Context: an optimization exercise on an open-source flow, tuned for small area, a short achievable clock period and few clock cycles per item. The choices shown serve that exercise and are no tape-out recipe. Function was checked by simulation only, so behaviour that the tests miss may differ from the original. The clock cells of runs 2 to 5 come from the design's own scripts or RTL, not from TritonCTS. No driver is modelled on the clock port, so clock power and skew are understated where the tree is cut down; a real chip needs a root buffer or a tree.

### flow/design.v
package bytedecode_pkg;
	function automatic logic [3:0] width_therm(logic [3:0] l);
		case (l)
			4'd11:   width_therm = 4'b1111;
			4'd12:   width_therm = 4'b1110;
			4'd5:    width_therm = 4'b1100;
			4'd10:   width_therm = 4'b1000;
			default: width_therm = 4'b0000;
		endcase
	endfunction
endpackage
`timescale 1ns/10ps
module bytedecode_top (
	input  logic					i_clk,
	input  logic					i_rstn,
	input  logic [64-1:0]	i_ibytes,
	input  logic					i_ibytes_valid,
	output logic					o_ibytes_ready,
	input  logic [3:0]				i_l,
	output logic [64-1:0]	o_coeffs,
	output logic					o_coeffs_valid,
	output logic					o_done
);
	logic [63:0]	a_q;
	logic			va_q;
	logic [3:0]		ta_q;			 
	logic			la_q;			 
	logic [5:0]		p_q;
	logic [5:0]		cnt_q;			 
	logic			ready_q;		 
	logic			pge_q, pgt_q;
	logic [5:0]		thr;
	logic			emit, lastbeat, amove, load;
	assign thr      = ta_q[0] ? 6'd9 : (ta_q[3] ? 6'd4 : 6'd0);
	assign emit     = va_q & (la_q | ~pgt_q | i_ibytes_valid);
	assign lastbeat = la_q & pge_q;
	assign amove    = ~va_q | (emit & pge_q);
	assign load     = i_ibytes_valid & ready_q;
	logic [5:0]		p_sub, p_move, p_stay;
	logic [3:0]		t_in;
	logic			in_last;
	logic			ge_move, gt_move, ge_stay, gt_stay;
	assign p_sub  = p_q - thr;
	assign p_move = ~va_q ? p_q : (la_q ? 6'd0 : p_sub);
	assign p_stay = pge_q ? p_q : p_sub;
	assign t_in    = bytedecode_pkg::width_therm(i_l);
	assign in_last = (cnt_q == 6'd1);
	always_comb begin
		if (t_in[0]) begin
			ge_move = (p_move >= 6'd9);
			gt_move = (p_move >  6'd9);
		end else if (t_in[3]) begin
			ge_move = (p_move >= 6'd4);
			gt_move = (p_move >  6'd4);
		end else begin
			ge_move = 1'b1;
			gt_move = (p_move != 6'd0);
		end
		ge_stay = (p_stay >= thr);
		gt_stay = (p_stay >  thr);
	end
	always_ff @(posedge i_clk or negedge i_rstn) begin
		if (!i_rstn) begin
			va_q  <= 1'b0;
			p_q   <= '0;
			cnt_q <= '0;
		end else begin
			if (amove) begin
				va_q <= load;
				p_q  <= p_move;
			end else begin
				p_q  <= p_stay;
			end
			if (load) begin
				if (cnt_q == 6'd0) begin
					cnt_q <= {i_l - 4'd1, 2'b11};
				end else begin
					cnt_q <= cnt_q - 1'b1;
				end
			end
		end
	end
	always_ff @(posedge i_clk) begin
		if (amove) begin
			a_q     <= i_ibytes;
			ta_q    <= t_in;
			la_q    <= in_last;
			pge_q   <= ge_move;
			pgt_q   <= gt_move;
			ready_q <= ~load | ge_move;
		end else begin
			pge_q   <= ge_stay;
			pgt_q   <= gt_stay;
			ready_q <= ge_stay;
		end
	end
	logic [127:0]	cat;
	logic [87:0]	l5;
	logic [71:0]	l4;
	logic [63:0]	l3;
	logic [59:0]	sh4;
	logic [56:0]	l1;
	logic [54:0]	sh;
	logic [63:0]	win;
	logic			m11, m12, m20, m40, m55, m60;
	assign cat = {i_ibytes, a_q};
	assign l5  = p_q[5] ? cat[119:32] : cat[87:0];
	assign l4  = p_q[4] ? l5[87:16]   : l5[71:0];
	assign l3  = p_q[3] ? l4[71:8]    : l4[63:0];
	assign sh4 = p_q[2] ? l3[63:4]    : l3[59:0];
	assign l1  = p_q[1] ? sh4[58:2]   : sh4[56:0];
	assign sh  = p_q[0] ? l1[55:1]    : l1[54:0];
	assign m11 = ~(lastbeat & ta_q[0]);
	assign m12 = ~(lastbeat & ta_q[1]);
	assign m20 = ~(lastbeat & ta_q[2]);
	assign m40 = ~(lastbeat & ta_q[3]);
	assign m55 = ~ta_q[0] & m40;
	assign m60 = ~ta_q[3];
	assign win = {a_q[63:60] & {4{m60}},
	              sh4[59:55] & {5{m55}},
	              sh[54:40]  & {15{m40}},
	              sh[39:20]  & {20{m20}},
	              sh[19:12]  & {8{m12}},
	              sh[11]     & m11,
	              sh[10:0]};
	always_ff @(posedge i_clk) begin
		o_coeffs <= win;
	end
	always_ff @(posedge i_clk) begin
		o_coeffs_valid <= emit;
		o_done         <= va_q & lastbeat;
	end
	assign o_ibytes_ready = ready_q;
endmodule
### flow/flow/run.sh
#!/bin/bash
# Standard ORFS layout with these changes:
#  - synthesis maps logic with ABC's area mapper (flow/abc_area.script, used
#    as ABC_AREA=1 script); registers are mapped as in the standard synthesis
#  - timing repair aims at a tighter setup margin than the clock period asks
#  - the smallest buffer on the ports, and a clock tree of clustered
#    clkbuf_16 buffers
set -euo pipefail
rm -rf scripts_copy
cp -r "$FLOW_HOME/scripts" scripts_copy
cp flow/abc_area.script scripts_copy/abc_area.script
bash standard.sh SCRIPTS_DIR="$PWD/scripts_copy" SETUP_SLACK_MARGIN=7.4 \
	"BUFFER_PORTS_ARGS=-buffer_cell sky130_fd_sc_hd__buf_1" \
	"CTS_ARGS=-sink_clustering_enable -repair_clock_nets -buf_list sky130_fd_sc_hd__clkbuf_16 -sink_clustering_size 30 -sink_clustering_max_diameter 100" \
	finish > flow_make.log 2>&1
### flow/flow/abc_area.script
strash
dch
amap
topo
### flow/standard.sh
#!/bin/bash
# synth_recipe.tcl (not shown) runs the flow's synth.tcl, then flattens the netlist and writes it again
# the make line also repeats each setting of config.mk as NAME=value (left out here)
make -C /OpenROAD-flow-scripts/flow DESIGN_CONFIG=/design/flow/config.mk WORK_HOME=/design/flow/orfs CLKGATE_MAP_FILE= SYNTH_SCRIPT=/design/flow/synth_recipe.tcl "${@:-finish}"
### flow/config.mk
export PLATFORM = sky130hd
export DESIGN_NAME = bytedecode_top
export DESIGN_NICKNAME = bytedecode_top
export VERILOG_FILES = /design/flow/design.v
export SDC_FILE = /design/flow/constraint.sdc
export NUM_CORES = 4
export LEC_CHECK = 0
export ABC_AREA = 1
export CAP_MARGIN = 20
export CORE_MARGIN = 2
export CORE_UTILIZATION = 40
export PLACE_DENSITY = 0.6
export SLEW_MARGIN = 20
### flow/constraint.sdc
create_clock -name core_clock -period 10.5 [get_ports {i_clk}]
set_input_delay 2.1000 -clock core_clock [delete_from_list [all_inputs] [get_ports {i_clk}]]
set_output_delay 2.1000 -clock core_clock [all_outputs]
set_load 0.01 [all_outputs]
==> results_dict.tcl, run 1 <==
set metrics [dict create \
    ys_types 32 \
    rsz0062_at_grt "true" \
    layout-drive-gt1-share 0.249 \
    insertion_delay_ps 440 \
    ios 138 \
    antenna_cells 0 \
    max_freq_ghz 0.310 \
    finalWorstSetupSlack_ps 7280 \
    cts_sinks 151 \
    synth_most_common_cell "o22a_1" \
    core_area_um2 19400 \
    first_pass_iters 5 \
    cts_made_buffers 17 \
    hold_viol 0 \
    wl_per_cell_um 20.6 \
    cts_max_level 4 \
    vias 7664 \
    dieArea_um2 20800 \
    grt_pass1_vias 7182 \
    wirelength_mm 25.4 \
    initial_core_util 0.405 \
    dp_worst_setup_slack_ps 6640 \
    ys_seq_area_frac 0.481 \
    setup_viol 0 \
    highest_layer "met4" \
    ff2ff_setup_slack_ps 7480 \
    track_usage 0.242 \
    synth_ff_type "edfxtp_1" \
    hp-start "pgt_q" \
    critPathLaunchType "input port" \
    antenna_found_initial 0 \
    drv_slew 0 \
    r2r-start "p_q[0]" \
    yosysTopAreaCell "edfxtp_1" \
    critPathLaunch "i_ibytes[3]" \
    nets 1041 \
    dpl_cell_area_um2 9060 \
    worstSetupPathType "in2reg" \
    hp-class "reg2reg" \
    setup.worst_path.end_class "register" \
    dr_wl_met3_mm 1.48 \
    synth-seq-cells 151 \
    avgSynthCellArea_um2 10.2 \
    yosys-top-cells-area "edfxtp_1, o22a_1, dfxtp_1" \
    cp_max_fo 3 \
    dp_hpwl_mm 16.4 \
    utilization 0.554 \
    drt_drc_violations_left 0 \
    relSlewSlack 0.309 \
    syn_to_final_growth_pct 36.6 \
    die_h_um 144 \
    root_buffer "clkbuf_16" \
    drtIter0Drc 789 \
    post_drt_via_cell_ratio 6.21 \
    tns_ps 0 \
    fin_skew_ps 16.9 \
    gp_congestion 0.928 \
    fp-row-count 51 \
    worstMarginPinSlew_ps 1030 \
    outcome "complete, no violations" \
    grt_pass1_wl_mm 38.7 \
    overflow 0 \
    cts_tree "built" \
    ant_nets 0 \
    chipWidth_um 144 \
    critPathArrivalTime_ps 3460 \
    required_ps 10740 \
    synth_area_um2 7860 \
    grt_max_degree 91 \
    wl_met1_mm 11.5 \
    synth_edf_count 69 \
    wl_met2_mm 11.7 \
    synth_common_cells "o22a_1, o22ai_1, nor2_1" \
    stdcell_area_um2 10700 \
    io_buffer_count 137 \
    synth-async-reset-ratio 0.0861 \
    cap_violations 0 \
    clk_pin_slew_ps 60 \
    syn_inst 771 \
    synth_warnings 1 \
    syn_nets 856 \
    min_period_ps 3220 \
    synth_top_area_frac 0.264 \
    cts_buffer_depth 2 \
    final.period_utilization 0.307 \
]
## routing by layer
layer / up-vias / GRT usage
met5: - / 0
met4: 0 / 0.0904
met3: 42 / 0.0480
met2: 269 / 0.384
met1: 3696 / 0.328
li1: 3657 / -
## layout by cell type (no fill, tap or decap), drive strengths merged, types with 2 or more instances in the layout
| cell | count |
|---|---|
| a221oi | 9 |
| dfrtp | 13 |
| bufinv | 2 |
| or2 | 4 |
| inv | 9 |
| a32oi | 2 |
| clkinv | 38 |
| nand4 | 2 |
| and3 | 2 |
| o22a | 159 |
| a31oi | 2 |
| buf | 160 |
| nor3 | 4 |
| o22ai | 158 |
| edfxtp | 69 |
| o221ai | 3 |
| nor2 | 85 |
| a22o | 3 |
| nand2 | 20 |
| nand3 | 3 |
| a22oi | 54 |
| clkbuf | 23 |
| o21ai | 20 |
| a21oi | 24 |
| o32ai | 4 |
| dfxtp | 69 |
| nor2b | 5 |
| ha | 14 |
## worst paths after layout
kind | to | depth (start not counted)
worst max-delay path | o_coeffs[51] | 9
worst min-delay path | o_coeffs_valid | 1
worst max register to register | ready_q | 15
worst min register to register | o_coeffs_valid | 1
max in group asynchronous | p_q[0] | 1
min in group asynchronous | cnt_q[0] | 1
## sequential cells by signal, summed over array words and instances, names as in the netlist, 4 cells and up
signal    flops
cnt_q         6
ta_q          4
a_q          64
p_q           6
o_coeffs     64
## cell families after synthesis
logic type | Yosys count | share of synthesized area
AOI/OAI and AO/OA | 445 | 0.415
adders and majority gates | 14 | 0.0223
and+or+nand+nor | 126 | 0.0657
DFF | 151 | 0.481
buffers and inverters | 35 | 0.0167
## repair_timing
action	CTS	global route
endpoints found under the setup margin	109	98
pin swaps	52	55
gates resized for setup	124	96
gates cloned	1	0
endpoints found under the hold margin	0	0
setup buffers	15	8
hold buffers	0	0
## final cells by class
class,count,area [um2]
Clock buffer,18,450
Clock inverter,14,133
Fill cell,1773,8660
Inverter,35,244
Multi-Input combinational cell,585,4780
Sequential cell,151,3790
Tap cell,265,332
Timing Repair Buffer,165,1000
Timing Repair inverter,1,11.3
## critical path, cell delays in order
cell     delay, ps
buf_8          100
o22ai_4        150
o22a_1         230
nor2_1          70
a21oi_2        180
o22a_1         210
o22ai_2        100
a22oi_1        220
nor2_1         100
## per-stage QoR
stage,instances,hold WS (ps)
floorplan,771,481
global placement,1178,503
detailed placement,1178,505
CTS,1226,518
global route,1234,525
finish,1234,512
Testbench counts, summed over its fixed seeds: cycles 11,779, frames 384.
==> run 2: changes to the inputs <==
==> flow/flow/run.sh (replaced) <==
#!/bin/bash
# Standard ORFS layout with these changes:
#  - timing repair aims at a tighter setup margin than the clock period asks
#  - the smallest buffer on the ports
#  - the clock tree is built by flow/manual_cts.tcl (the clock port drives
#    one clkbuf_16, which drives 8 clkbuf_16 leaves, each clocking an equal
#    share of the registers) in place of TritonCTS; the rest of the CTS step
#    (legalization, setup and hold repair) runs as usual
set -euo pipefail
rm -rf scripts_copy
cp -r "$FLOW_HOME/scripts" scripts_copy
python3 - "$PWD/flow/manual_cts.tcl" <<'PY'
import sys
p = 'scripts_copy/cts.tcl'
s = open(p).read()
old = 'log_cmd clock_tree_synthesis {*}$cts_args'
assert old in s
s = s.replace(old, 'source %s\nmanual_cts i_clk 8 sky130_fd_sc_hd__clkbuf_16\nset_propagated_clock [all_clocks]' % sys.argv[1])
open(p, 'w').write(s)
PY
bash standard.sh SCRIPTS_DIR="$PWD/scripts_copy" SETUP_SLACK_MARGIN=7.4 \
	"BUFFER_PORTS_ARGS=-buffer_cell sky130_fd_sc_hd__buf_1" \
	finish > flow_make.log 2>&1
==> flow/flow/manual_cts.tcl (new file) <==
# Two-level clock tree built by hand: the clock port drives one root
# clkbuf_16, which drives NLEAF clkbuf_16 leaf buffers; the register clock
# pins are split into NLEAF groups of equal size by recursive bisection of
# their locations (x first, then y), and each leaf buffer sits at its
# group's centroid. Placement is legalized afterwards by the caller.
proc mcts_split { items n axis } {
  # items: list of {iterm x y}; returns n lists of near-equal size
  if { $n <= 1 } { return [list $items] }
  set idx [expr { $axis == 0 ? 1 : 2 }]
  set sorted [lsort -real -index $idx $items]
  set n1 [expr { $n / 2 }]
  set n2 [expr { $n - $n1 }]
  set k [expr { int(round([llength $sorted] * double($n1) / $n)) }]
  set a [lrange $sorted 0 [expr { $k - 1 }]]
  set b [lrange $sorted $k end]
  set nax [expr { 1 - $axis }]
  return [concat [mcts_split $a $n1 $nax] [mcts_split $b $n2 $nax]]
}

proc manual_cts { clk_port nleaf bufname } {
  set db [ord::get_db]
  set block [ord::get_db_block]
  set master [$db findMaster $bufname]
  set clk_net [$block findNet $clk_port]
  set items {}
  foreach it [$clk_net getITerms] {
    set inst [$it getInst]
    set bb [$inst getBBox]
    set x [expr { ([$bb xMin] + [$bb xMax]) / 2 }]
    set y [expr { ([$bb yMin] + [$bb yMax]) / 2 }]
    lappend items [list $it $x $y]
  }
  puts "manual_cts: [llength $items] sinks into $nleaf groups"
  set groups [mcts_split $items $nleaf 0]

  set root [odb::dbInst_create $block $master clkbuf_root]
  set root_net [odb::dbNet_create $block clknet_root]
  $root_net setSigType CLOCK
  [$root findITerm A] connect $clk_net
  [$root findITerm X] connect $root_net

  set k 0
  set sx 0; set sy 0
  foreach g $groups {
    set leaf [odb::dbInst_create $block $master clkbuf_leaf_$k]
    set net [odb::dbNet_create $block clknet_leaf_$k]
    $net setSigType CLOCK
    [$leaf findITerm A] connect $root_net
    [$leaf findITerm X] connect $net
    set gx 0; set gy 0
    foreach item $g {
      lassign $item it x y
      $it disconnect
      $it connect $net
      set gx [expr { $gx + $x }]
      set gy [expr { $gy + $y }]
    }
    set n [llength $g]
    set cx [expr { $gx / $n }]
    set cy [expr { $gy / $n }]
    $leaf setLocation $cx $cy
    $leaf setPlacementStatus PLACED
    puts "manual_cts: leaf $k has $n sinks at ($cx, $cy)"
    set sx [expr { $sx + $cx }]
    set sy [expr { $sy + $cy }]
    incr k
  }
  $root setLocation [expr { $sx / $k }] [expr { $sy / $k }]
  $root setPlacementStatus PLACED
  global_connect
}
--- a/flow/config.mk
+++ b/flow/config.mk
@@ -9,5 +9,6 @@
 export CAP_MARGIN = 20
 export CORE_MARGIN = 2
 export CORE_UTILIZATION = 40
+export GPL_TIMING_DRIVEN = 1
 export PLACE_DENSITY = 0.6
 export SLEW_MARGIN = 20
removed: flow/flow/abc_area.script
==> run 2 against run 1 <==
Effect of this change:
- still clean on timing, DRC and antenna
- synthesized cell count rose by 81%
- die area rose by 21%
- register-to-register slack improved by 190 ps
- final cell count rose by 45%
- core utilization fell by 8.8 points
- routed wire length rose by 18%
- via count rose by 26%
- worst setup slack improved by 79 ps
- critical path type unchanged
==> results_dict.tcl, run 2 <==
set metrics [dict create \
    cp_max_fo 3 \
    antenna_cells 0 \
    synthSimpleGateAreaFrac 0.395 \
    hp-start "a_q[61]" \
    overflow 0 \
    hp-class "reg2reg" \
    rr_worst_depth 10 \
    r2r-start "p_q[5]" \
    synth_edf_count 69 \
    syn_nets 1484 \
    critPathArrivalTime_ps 3410 \
    cp_slowest_cell "o21ai_1" \
    initial_core_util 0.408 \
    reg.largest.list "a_q: 64 flops, o_coeffs: 64 flops" \
    nets 1557 \
    vias 9627 \
    final_common_cell "nand2_1" \
    relSlewSlack 0.393 \
    cpPeakStageDelay_ps 300 \
    synth_warnings 1 \
    grt_pass1_wl_mm 48.0 \
    synth-async-reset-ratio 0.0861 \
    wirelength_mm 30.0 \
    synth_most_common_cell "nand2_1" \
    grt_pass1_vias 8805 \
    synth_ff_type "edfxtp_1" \
    ant_nets 0 \
    drt_drc_violations_left 0 \
    critPathLaunch "i_ibytes[0]" \
    ios 138 \
    dieArea_um2 25200 \
    hold_viol 0 \
    die_h_um 159 \
    ys_seq_area_frac 0.394 \
    yosys.area_share.xor_xnor 0.00274 \
    core_area_um2 23500 \
    yosysTopAreaCell "edfxtp_1" \
    syn_inst 1399 \
    holdBufCountCts 0 \
    layout-drive-gt1-share 0.122 \
    setup.worst_path.end_class "register" \
    synth-compound-area-share 0.109 \
    fin_skew_ps 17.7 \
    min_period_ps 3140 \
    rsz0062_at_grt "true" \
    synth_common_cells "nand2_1, nand3_1, nor2_1" \
    dp_hpwl_mm 21.4 \
    yosys-top-cells-area "edfxtp_1, nand2_1, dfxtp_1" \
    antenna_found_initial 0 \
    drv_slew 0 \
    synth_area_um2 9580 \
    avgSynthCellArea_um2 6.85 \
    final.period_utilization 0.299 \
    chipWidth_um 159 \
    track_usage 0.231 \
    wl_per_cell_um 16.8 \
    critPathLaunchType "input port" \
    max_freq_ghz 0.318 \
    required_ps 10770 \
    post_drt_via_cell_ratio 5.38 \
    fp-row-count 56 \
    insertion_delay_ps 390 \
    drtIter0Drc 892 \
    io_buffer_count 137 \
    outcome "complete, no violations" \
    synth_top_family_by_area "simple AND/OR/NAND/NOR gates" \
    ys_types 37 \
    crit_top_cell "nand2_1" \
    cap_violations 0 \
    cp_cell_sequence "clkbuf_2, nand2_1, nand2_1, nand2_1, o21ai_0, o21ai_1, nand2_1, nand3_1, nand3_1, nand2_1, nor2_1" \
    first_pass_iters 8 \
    worstMarginPinSlew_ps 911 \
    syn_to_final_growth_pct 14.0 \
    synthAdderAreaFrac 0.0183 \
    synth_top_area_frac 0.216 \
    clk_pin_slew_ps 90 \
    worstSetupPathType "in2reg" \
    final_cell_mix "nand2_1, nand3_1, nor2_1" \
    synth-seq-cells 151 \
    tns_ps 0 \
    setup_viol 0 \
    muxShareOfSynthArea 0.0104 \
    holdPathStages 2 \
    grt_max_degree 87 \
    gp_congestion 0.903 \
]
[run 2: cell types whose count changed in the layout (fill, tap and decap cells not counted), moves of 22 or more]
cell      change
o21ai_1      +24
nand2_1     +402
buf_1        +22
o211ai_1     +27
a22oi_1      -47
inv_1        +41
o22ai_2      -67
nand3_2      +26
nor2_1       +47
o22a_1      -158
nand2_2      +32
nand3_1     +242
o22ai_1      -76
o21ai_0      +50
[run 2: layout make-up]
class | count | area, um2
repair buffers | 155 | 696
inverters | 52 | 201
flip-flops and latches | 151 | 3780
plain buffers | 9 | 225
well taps | 319 | 399
multi-input cells | 1103 | 5620
fillers | 2458 | 12600
[run 2: critical path, delay by kind of cell]
kind,cells,cell delay [ps]
buffers and inverters,1,100
AO/OA/AOI/OAI,2,390
AND/OR/NAND/NOR,8,830
[run 2: cell families (layout without fill, tap and decap cells)]
kind of cell               after synthesis  after routing
DFF                                    151            151
xor gates and xnor gates                 3              3
buffers and inverters                  145            216
and+or+nand+nor                        891            891
AOI/OAI and AO/OA                      185            185
adders and majority gates               14             14
muxes                                   10             10
[run 2: what timing repair did]
action | in CTS | in global routing
buffers inserted | 2 | 4
hold endpoints to repair | 0 | 0
pin swaps | 5 | 43
resized for setup | 43 | 127
setup endpoints to repair | 122 | 61
cloned | 0 | 0
[run 2: layer usage]
layer / part of all wire / up-vias / global-route usage
met4: 0.027 / 0 / 0.0446
met1: 0.44 / 4432 / 0.317
li1: - / 4825 / -
met2: 0.47 / 320 / 0.400
met5: 0 / - / 0
met3: 0.063 / 50 / 0.0209
[run 2: final timing paths]
path / to / slack (ps)
setup / recovery: o_coeffs[51] / 7360
hold / removal: o_coeffs[61] / 520
setup reg to reg: o_coeffs[7] / 7670
hold reg to reg: o_coeffs[61] / 520
max in group asynchronous: p_q[5] / 8180
min in group asynchronous: cnt_q[5] / 1770
[run 2: stage by stage]
stage,area [um2],hold slack [ps],worst slack [ps],utilization,instances
after floorplan,9590,460,6510,-,1399
after global placement,10100,494,6410,0.431,1774
after detailed placement,10100,503,6320,0.431,1774
after CTS,10500,517,7340,0.447,1785
after global routing,10900,568,7300,0.465,1789
final,10900,518,7360,0.465,1789
==> run 3: changes to the inputs <==
--- a/flow/config.mk
+++ b/flow/config.mk
@@ -9,6 +9,5 @@
 export CAP_MARGIN = 20
 export CORE_MARGIN = 2
 export CORE_UTILIZATION = 40
-export GPL_TIMING_DRIVEN = 1
-export PLACE_DENSITY = 0.6
+export PLACE_DENSITY = 0.8
 export SLEW_MARGIN = 20
==> run 3 against run 2 <==
Effect of this change:
- global-route usage decreased by 0.64 points
- highest routed layer unchanged
- sequential share of layout area decreased by 0.62 points
- critical path depth decreased by 2
- routed wire length about the same
- worst setup slack improved by 32 ps
- synthesized cell count unchanged
- die area unchanged
- largest cell class unchanged
- final cell count increased by 0.22%
- critical endpoint is now o_coeffs[42]
==> results_dict.tcl, run 3 <==
set metrics [dict create \
    outcome "complete, no violations" \
    die_h_um 159 \
    synth_most_common_cell "nand2_1" \
    fp-row-count 56 \
    hold_viol 0 \
    holdWs_ps 531 \
    avgSynthCellArea_um2 6.85 \
    wl_per_cell_um 16.7 \
    cp_max_fo 3 \
    antenna_found_initial 0 \
    required_ps 10780 \
    synth-seq-cells 151 \
    ys_seq_area_frac 0.394 \
    critPathArrivalTime_ps 3390 \
    grt_pass1_vias 8887 \
    chipWidth_um 159 \
    syn_to_final_growth_pct 16.0 \
    multi_input_area_um2 5770 \
    overflow 0 \
    final_cell_mix "nand2_1, nand3_1, nor2_1" \
    drv_slew 0 \
    synth_area_um2 9580 \
    grt_max_degree 91 \
    worstSetupPathType "in2reg" \
    cpPeakStageDelay_ps 370 \
    worstMarginPinSlew_ps 1020 \
    dp_hpwl_mm 21.2 \
    final.period_utilization 0.296 \
    cp_slowest_cell "o211ai_1" \
    gp_congestion 0.982 \
    cap_violations 0 \
    core_area_um2 23500 \
    critPathLaunchType "input port" \
    min_period_ps 3110 \
    initial_core_util 0.408 \
    yosys-top-cells-area "edfxtp_1, nand2_1, dfxtp_1" \
    syn_inst 1399 \
    relSlewSlack 0.317 \
    post_drt_via_cell_ratio 5.55 \
    rsz0062_at_grt "true" \
    setup.worst_path.end_class "register" \
    synth-async-reset-ratio 0.0861 \
    io_buffer_count 137 \
    fin_skew_ps 14.5 \
    syn_nets 1484 \
    fillers 2316 \
    synth_ff_type "edfxtp_1" \
    drt_drc_violations_left 0 \
    insertion_delay_ps 400 \
    cp_cell_sequence "buf_1, nand2_1, o21ai_4, o211ai_1, o211ai_1, nand3_1, nand3_1, nand2_1, nor2_2" \
    final_common_cell "nand2_1" \
    synth_common_cells "nand2_1, nand3_1, nor2_1" \
    vias 9954 \
    first_pass_iters 5 \
    ios 138 \
    antenna_cells 0 \
    grt_pass1_wl_mm 46.9 \
    setup_viol 0 \
    drtIter0Drc 1188 \
    nets 1561 \
    ant_nets 0 \
    tns_ps 0 \
    clk_pin_slew_ps 80 \
    dieArea_um2 25200 \
    max_freq_ghz 0.321 \
    synth_edf_count 69 \
    seq_area_um2 3780 \
    reg.largest.list "a_q: 64 flops, o_coeffs: 64 flops" \
    track_usage 0.225 \
    ys_types 37 \
    wirelength_mm 30.0 \
    hp-class "reg2reg" \
    synth_top_area_frac 0.216 \
    synth_warnings 1 \
    layout-drive-gt1-share 0.151 \
    yosysTopAreaCell "edfxtp_1" \
]
## run 3: cell counts after synthesis
No cell type changed its count.
## run 3: cell type report
type / instances / area share
multi-input combinational: 1103 / 0.519
sequential: 151 / 0.340
timing repair buffer: 159 / 0.0663
tap: 319 / 0.0359
buffer: 9 / 0.0203
inverter: 52 / 0.0181
## run 3: routing by layer
layer  up-vias  wire [um]  global-route usage
met3        78       2690              0.0345
li1       4822          -                   -
met4         0       1540              0.0838
met5         -          0                   0
met2       452      14100               0.381
met1      4602      11600               0.289
## run 3: worst paths after layout
path / from / to / slack (ps) / depth (start not counted)
max: i_ibytes[30] / o_coeffs[42] / 7390 / 9
min: cnt_q[1] / cnt_q[1] / 530 / 2
max reg2reg: p_q[4] / o_coeffs[6] / 7590 / 11
min reg2reg: cnt_q[1] / cnt_q[1] / 530 / 2
max in group asynchronous: i_rstn / p_q[4] / 8220 / 1
min in group asynchronous: i_rstn / cnt_q[4] / 1740 / 1
## run 3: worst max-delay path, delay by kind of cell
| kind | cells | cell delay (ps) |
|---|---|---|
| buf+inv | 1 | 90 |
| simple gates | 5 | 520 |
| compound gates | 3 | 680 |
## run 3: logic make-up (layout without fill, tap and decap cells)
group | count (synthesis) | in the layout | synth area share
AO/OA/AOI/OAI | 185 | 185 | 0.109
AND/OR/NAND/NOR | 891 | 891 | 0.395
flip-flops | 151 | 151 | 0.394
XOR/XNOR | 3 | 3 | 0.00274
adder cells (fa/ha/maj) | 14 | 14 | 0.0183
buffers and inverters | 145 | 220 | 0.0693
multiplexers | 10 | 10 | 0.0104
## run 3: through the flow
stage          instance area [um2]  instances  worst slack [ps]  utilization
5_1_grt                      11100       1793              7300        0.474
3_5_place_dp                 10100       1774              6380        0.431
3_3_place_gp                 10100       1774              6440        0.431
6_report                     11100       1793              7390        0.474
4_1_cts                      10500       1787              7370        0.446
2_1_floorplan                 9590       1399              6510            -
## run 3: timing repair
| item | in CTS | in global routing |
|---|---|---|
| setup buffers | 4 | 6 |
| hold endpoints to repair | 0 | 0 |
| pin swaps | 2 | 73 |
| hold buffers | 0 | 0 |
| resized for setup | 32 | 187 |
| endpoints found under the setup margin | 122 | 122 |
==> run 4: changes to the inputs <==
--- a/flow/config.mk
+++ b/flow/config.mk
@@ -9,5 +9,5 @@
 export CAP_MARGIN = 20
 export CORE_MARGIN = 2
 export CORE_UTILIZATION = 40
-export PLACE_DENSITY = 0.8
+export PLACE_DENSITY = 0.6
 export SLEW_MARGIN = 20
==> run 4 against run 3 <==
Effect of this change:
- still clean
- sequential share of layout area rose by 0.62 points
- critical path type unchanged
- highest routed layer unchanged
==> results_dict.tcl, run 4 <==
set metrics [dict create \
    ff2ff_setup_slack_ps 7670 \
    final_cell_mix "nand2_1, nand3_1, nor2_1" \
    busiest_layer "met2" \
    die_h_um 159 \
    first_pass_iters 8 \
    critPathArrivalTime_ps 3410 \
    worstMarginPinSlew_ps 911 \
    wirelength_mm 30.0 \
    cp_slowest_cell "o21ai_1" \
    synth_warnings 1 \
    yosys-top-cells-area "edfxtp_1, nand2_1, dfxtp_1" \
    grt_pass1_vias 8805 \
    rsz0062_at_grt "true" \
    drv_slew 0 \
    avgSynthCellArea_um2 6.85 \
    gp_congestion 0.903 \
    crit_family "simple AND/OR/NAND/NOR gates" \
    dpl_cell_area_um2 10100 \
    synth_ff_type "edfxtp_1" \
    worstSetupPathType "in2reg" \
    ant_nets 0 \
    stdcell_area_um2 10900 \
    finalNonFillerCells 1789 \
    cpPeakStageDelay_ps 300 \
    cp_cell_sequence "clkbuf_2, nand2_1, nand2_1, nand2_1, o21ai_0, o21ai_1, nand2_1, nand3_1, nand3_1, nand2_1, nor2_1" \
    post_drt_via_cell_ratio 5.38 \
    met3_usage 0.0209 \
    drtIter0Drc 892 \
    setup.worst_path.end_class "register" \
    ios 138 \
    nets 1557 \
    overflow 0 \
    utilization 0.465 \
    path_buf_inv 1 \
    chipWidth_um 159 \
    holdWs_ps 518 \
    dp_hpwl_mm 21.4 \
    ys_types 37 \
    antenna_cells 0 \
    initial_core_util 0.408 \
    yosysTopAreaCell "edfxtp_1" \
    syn_inst 1399 \
    cp_max_fo 3 \
    ys_seq_area_frac 0.394 \
    outcome "complete, no violations" \
    fillers 2458 \
    cap_violations 0 \
    synth_edf_count 69 \
    vias 9627 \
    synth_area_um2 9580 \
    max_freq_ghz 0.318 \
    required_ps 10770 \
    min_to "o_coeffs[61]" \
    finalWorstSetupSlack_ps 7360 \
    final.period_utilization 0.299 \
    min_period_ps 3140 \
    met1_usage 0.317 \
    track_usage 0.231 \
    relSlewSlack 0.393 \
    drt_drc_violations_left 0 \
    syn_to_final_growth_pct 14.0 \
    r2r_end "o_coeffs[7]" \
    tns_ps 0 \
    r2r-start "p_q[5]" \
    dp_worst_setup_slack_ps 6320 \
    synth-seq-cells 151 \
    synth-async-reset-ratio 0.0861 \
    final_common_cell "nand2_1" \
    insertion_delay_ps 390 \
    antenna_found_initial 0 \
    synth_common_cells "nand2_1, nand3_1, nor2_1" \
    rr_worst_depth 10 \
    grt_pass1_wl_mm 48.0 \
    synth_most_common_cell "nand2_1" \
    synth_top_area_frac 0.216 \
    dieArea_um2 25200 \
    fin_skew_ps 17.7 \
    crit_top_cell "nand2_1" \
    clk_pin_slew_ps 90 \
    critPathLaunchType "input port" \
    wl_per_cell_um 16.8 \
    reg.largest.list "a_q: 64 flops, o_coeffs: 64 flops" \
    hold_viol 0 \
    hp-start "a_q[61]" \
    layout-drive-gt1-share 0.122 \
    holdBufCountCts 0 \
    grt_max_degree 87 \
    syn_nets 1484 \
    gr-usage-met2 0.400 \
    holdPathStages 2 \
    setup_viol 0 \
    placed_cells 1774 \
    fp-row-count 56 \
    io_buffer_count 137 \
    hp-class "reg2reg" \
    core_area_um2 23500 \
]
## run 4: cell counts after synthesis
No cell type changed its count.
## run 4: tightest hold or removal path, cell delays in order, from the launching register on
cell and delay [ps]:
edfxtp_1 350, inv_1 60, nor2_1 90
## run 4: layer usage
layer	part of all wire	routed length (um)
met5	0	0
met3	0.063	1900
met1	0.44	13100
met4	0.027	824
met2	0.47	14200
## run 4: worst max path at each step
stage                              start            to  slack (ps)  cells past startpoint
after floorplan           i_ibytes_valid        a_q[0]        6510                      3
after global routing         i_ibytes[4]  o_coeffs[16]        7300                     11
after detailed placement  i_ibytes_valid        p_q[4]        6320                      7
final                        i_ibytes[0]  o_coeffs[51]        7360                     11
after global placement    i_ibytes_valid        p_q[4]        6410                      7
after CTS                   i_ibytes[23]  o_coeffs[42]        7340                     10
## run 4: cells by family (layout without fill, tap and decap cells)
family	Yosys count	after routing	synth area share
AOI/OAI and AO/OA	185	185	0.109
xor gates and xnor gates	3	3	0.00274
adders and majority gates	14	14	0.0183
buffers and inverters	145	216	0.0693
DFF	151	151	0.394
muxes	10	10	0.0104
and+or+nand+nor	891	891	0.395
## run 4: timing repair
item                       in CTS  in global routing
pin swaps                       5                 43
setup endpoints to repair     122                 61
setup buffers                   2                  4
resized for setup              43                127
## run 4: final cells by class
cell class / instances / area (um2) / area share
Multi-Input combinational cell: 1103 / 5620 / 0.514
Sequential cell: 151 / 3780 / 0.346
Timing Repair Buffer: 155 / 696 / 0.0637
Tap cell: 319 / 399 / 0.0365
Buffer: 9 / 225 / 0.0206
Inverter: 52 / 201 / 0.0184
==> run 5: changes to the inputs <==
--- a/flow/flow/run.sh
+++ b/flow/flow/run.sh
@@ -18,6 +18,6 @@
 s = s.replace(old, 'source %s\nmanual_cts i_clk 8 sky130_fd_sc_hd__clkbuf_16\nset_propagated_clock [all_clocks]' % sys.argv[1])
 open(p, 'w').write(s)
 PY
-bash standard.sh SCRIPTS_DIR="$PWD/scripts_copy" SETUP_SLACK_MARGIN=7.4 \
+bash standard.sh SCRIPTS_DIR="$PWD/scripts_copy" SETUP_SLACK_MARGIN=7.3 \
 	"BUFFER_PORTS_ARGS=-buffer_cell sky130_fd_sc_hd__buf_1" \
 	finish > flow_make.log 2>&1
==> run 5 against run 4 <==
Effect of this change:
- final cell count grew 0.22%
- fmax decreased by 0.46%
- core utilization down 0.62 points
- sequential share of layout area grew 0.47 points
- worst setup slack worse by 15 ps
- synthesized cell count did not move
- area after synthesis did not move
- sequential cell count stayed put
- largest cell class unchanged
==> results_dict.tcl, run 5 <==
set metrics [dict create \
    outcome "complete, no violations" \
    worstSetupPathType "in2reg" \
    ys_types 37 \
    yosys-top-cells-area "edfxtp_1, nand2_1, dfxtp_1" \
    vias 9653 \
    syn_inst 1399 \
    final.period_utilization 0.301 \
    synth_common_cells "nand2_1, nand3_1, nor2_1" \
    initial_core_util 0.408 \
    fin_skew_ps 14.8 \
    worstMarginPinSlew_ps 883 \
    drt_drc_violations_left 0 \
    grt_pass1_wl_mm 47.7 \
    drtIter0Drc 1019 \
    synth-async-reset-ratio 0.0861 \
    holdBufCountCts 0 \
    dp_hpwl_mm 21.4 \
    drv_slew 0 \
    syn_nets 1484 \
    synth-seq-cells 151 \
    synth_top_area_frac 0.216 \
    ios 138 \
    die_h_um 159 \
    layout-drive-gt1-share 0.103 \
    wirelength_mm 30.1 \
    required_ps 10810 \
    antenna_cells 0 \
    insertion_delay_ps 380 \
    gp_congestion 0.903 \
    critPathArrivalTime_ps 3470 \
    cap_violations 0 \
    dieArea_um2 25200 \
    min_period_ps 3160 \
    hold_viol 0 \
    synthAdderAreaFrac 0.0183 \
    cp_max_fo 3 \
    synth_warnings 1 \
    setup_viol 0 \
    wl_per_cell_um 16.8 \
    yosys.area_share.xor_xnor 0.00274 \
    setup.worst_path.end_class "register" \
    core_area_um2 23500 \
    avgSynthCellArea_um2 6.85 \
    final_common_cell "nand2_1" \
    synthSimpleGateAreaFrac 0.395 \
    grt_max_degree 87 \
    grt_pass1_vias 8755 \
    finalWorstSetupSlack_ps 7340 \
    yosysTopAreaCell "edfxtp_1" \
    muxShareOfSynthArea 0.0104 \
    tns_ps 0 \
    antenna_found_initial 0 \
    final_cell_mix "nand2_1, nand3_1, nor2_1" \
    first_pass_iters 6 \
    max_freq_ghz 0.317 \
    ant_nets 0 \
    synth-compound-area-share 0.109 \
    dp_worst_setup_slack_ps 6320 \
    synth_most_common_cell "nand2_1" \
    synth_top_family_by_area "simple AND/OR/NAND/NOR gates" \
    synth_ff_type "edfxtp_1" \
    post_drt_via_cell_ratio 5.38 \
    syn_to_final_growth_pct 12.5 \
    ys_seq_area_frac 0.394 \
    critPathLaunchType "input port" \
    overflow 0 \
    io_buffer_count 137 \
    hp-class "reg2reg" \
    synth_area_um2 9580 \
    relSlewSlack 0.412 \
    synth_edf_count 69 \
    reg.largest.list "a_q: 64 flops, o_coeffs: 64 flops" \
    nets 1561 \
    track_usage 0.230 \
    clk_pin_slew_ps 90 \
    rsz0062_at_grt "true" \
    chipWidth_um 159 \
    utilization 0.459 \
    finalNonFillerCells 1793 \
    placed_cells 1774 \
    fp-row-count 56 \
]
## run 5: worst max-delay path, stage by stage
cell and delay (ps):
clkbuf_2 110, nand2_1 60, inv_2 90, a21oi_2 60
mux2i_2 300, nand2_1 150, nand3_2 110, nand3_1 90
nand2_1 150, nand2_1 120, nand2_1 120
## run 5: cell families after synthesis
logic type,count (synthesis)
buffers and inverters,145
AO/OA/AOI/OAI,185
XOR/XNOR,3
AND/OR/NAND/NOR,891
flip-flops,151
adder cells (fa/ha/maj),14
multiplexers,10
## run 5: final timing paths
kind                             start      endpoint  slack (ps)  cells past startpoint
setup / recovery           i_ibytes[7]  o_coeffs[10]        7340                     11
hold / removal                 a_q[61]  o_coeffs[61]         510                      2
setup reg to reg                p_q[3]       ready_q        7580                     14
hold reg to reg                a_q[61]  o_coeffs[61]         510                      2
max in group asynchronous       i_rstn        p_q[5]        8170                      1
min in group asynchronous       i_rstn      cnt_q[5]        1780                      1
## run 5: final cells by class
cell class	count	area, um2
fillers	2474	12700
flip-flops and latches	151	3780
multi-input cells	1103	5460
inverters	52	201
plain buffers	9	225
repair buffers	159	706
well taps	319	399
## run 5: stage by stage
step / cell area (um2) / hold WS (ps)
global placement: 10100 / 494
global route: 10800 / 561
detailed placement: 10100 / 503
floorplan: 9590 / 460
finish: 10800 / 508
CTS: 10400 / 517
## run 5: metal layers
metal | up-vias | track usage | part of all wire
met5 | - | 0 | 0
met4 | 0 | 0.0517 | 0.026
met3 | 30 | 0.0238 | 0.061
met2 | 332 | 0.394 | 0.47
met1 | 4461 | 0.314 | 0.44
li1 | 4830 | - | -
## run 5: timing repair
action                                  in CTS  in global routing
setup buffers                                1                  9
endpoints found under the setup margin     107                120
resized for setup                           11                106
cloned                                       0                  0
pin swaps                                    0                 17

==> re-timing with driven ports <==
In the flow no input, the clock included, has a driving cell. The finished layouts below were timed again as built, in two steps. Step 1: set_driving_cell puts a clkbuf_16 on i_clk and a buf_2 on each other input, an assumption about the parent block. Step 2 moves the port delays by t, midway between the first and last clock arrival at a register: inputs arrive t later, outputs are due t later. That takes back most of the time a late clock gives input paths. a / b / c = ideal ports / drivers / drivers and shift; a / b = the first two.
| run | t, ns | setup slack, ns | worst setup path after step 2 | pins driven straight from the clock port |
|---|---|---|---|---|
| run 1 | 0.479 | 7.277 / 7.283 / 6.804 | input to register | 1 |
| run 2 | 0.425 | 7.356 / 7.380 / 6.955 | input to register | 1 |
| run 3 | 0.437 | 7.389 / 7.400 / 6.963 | input to register | 1 |
| run 4 | 0.425 | 7.356 / 7.380 / 6.955 | input to register | 1 |
| run 5 | 0.422 | 7.342 / 7.362 / 6.939 | input to register | 1 |
After both steps every run listed still meets setup and hold. The setup slack of run 1, which loses most, moves by +0.006 ns with the drivers and by -0.473 ns with both steps.
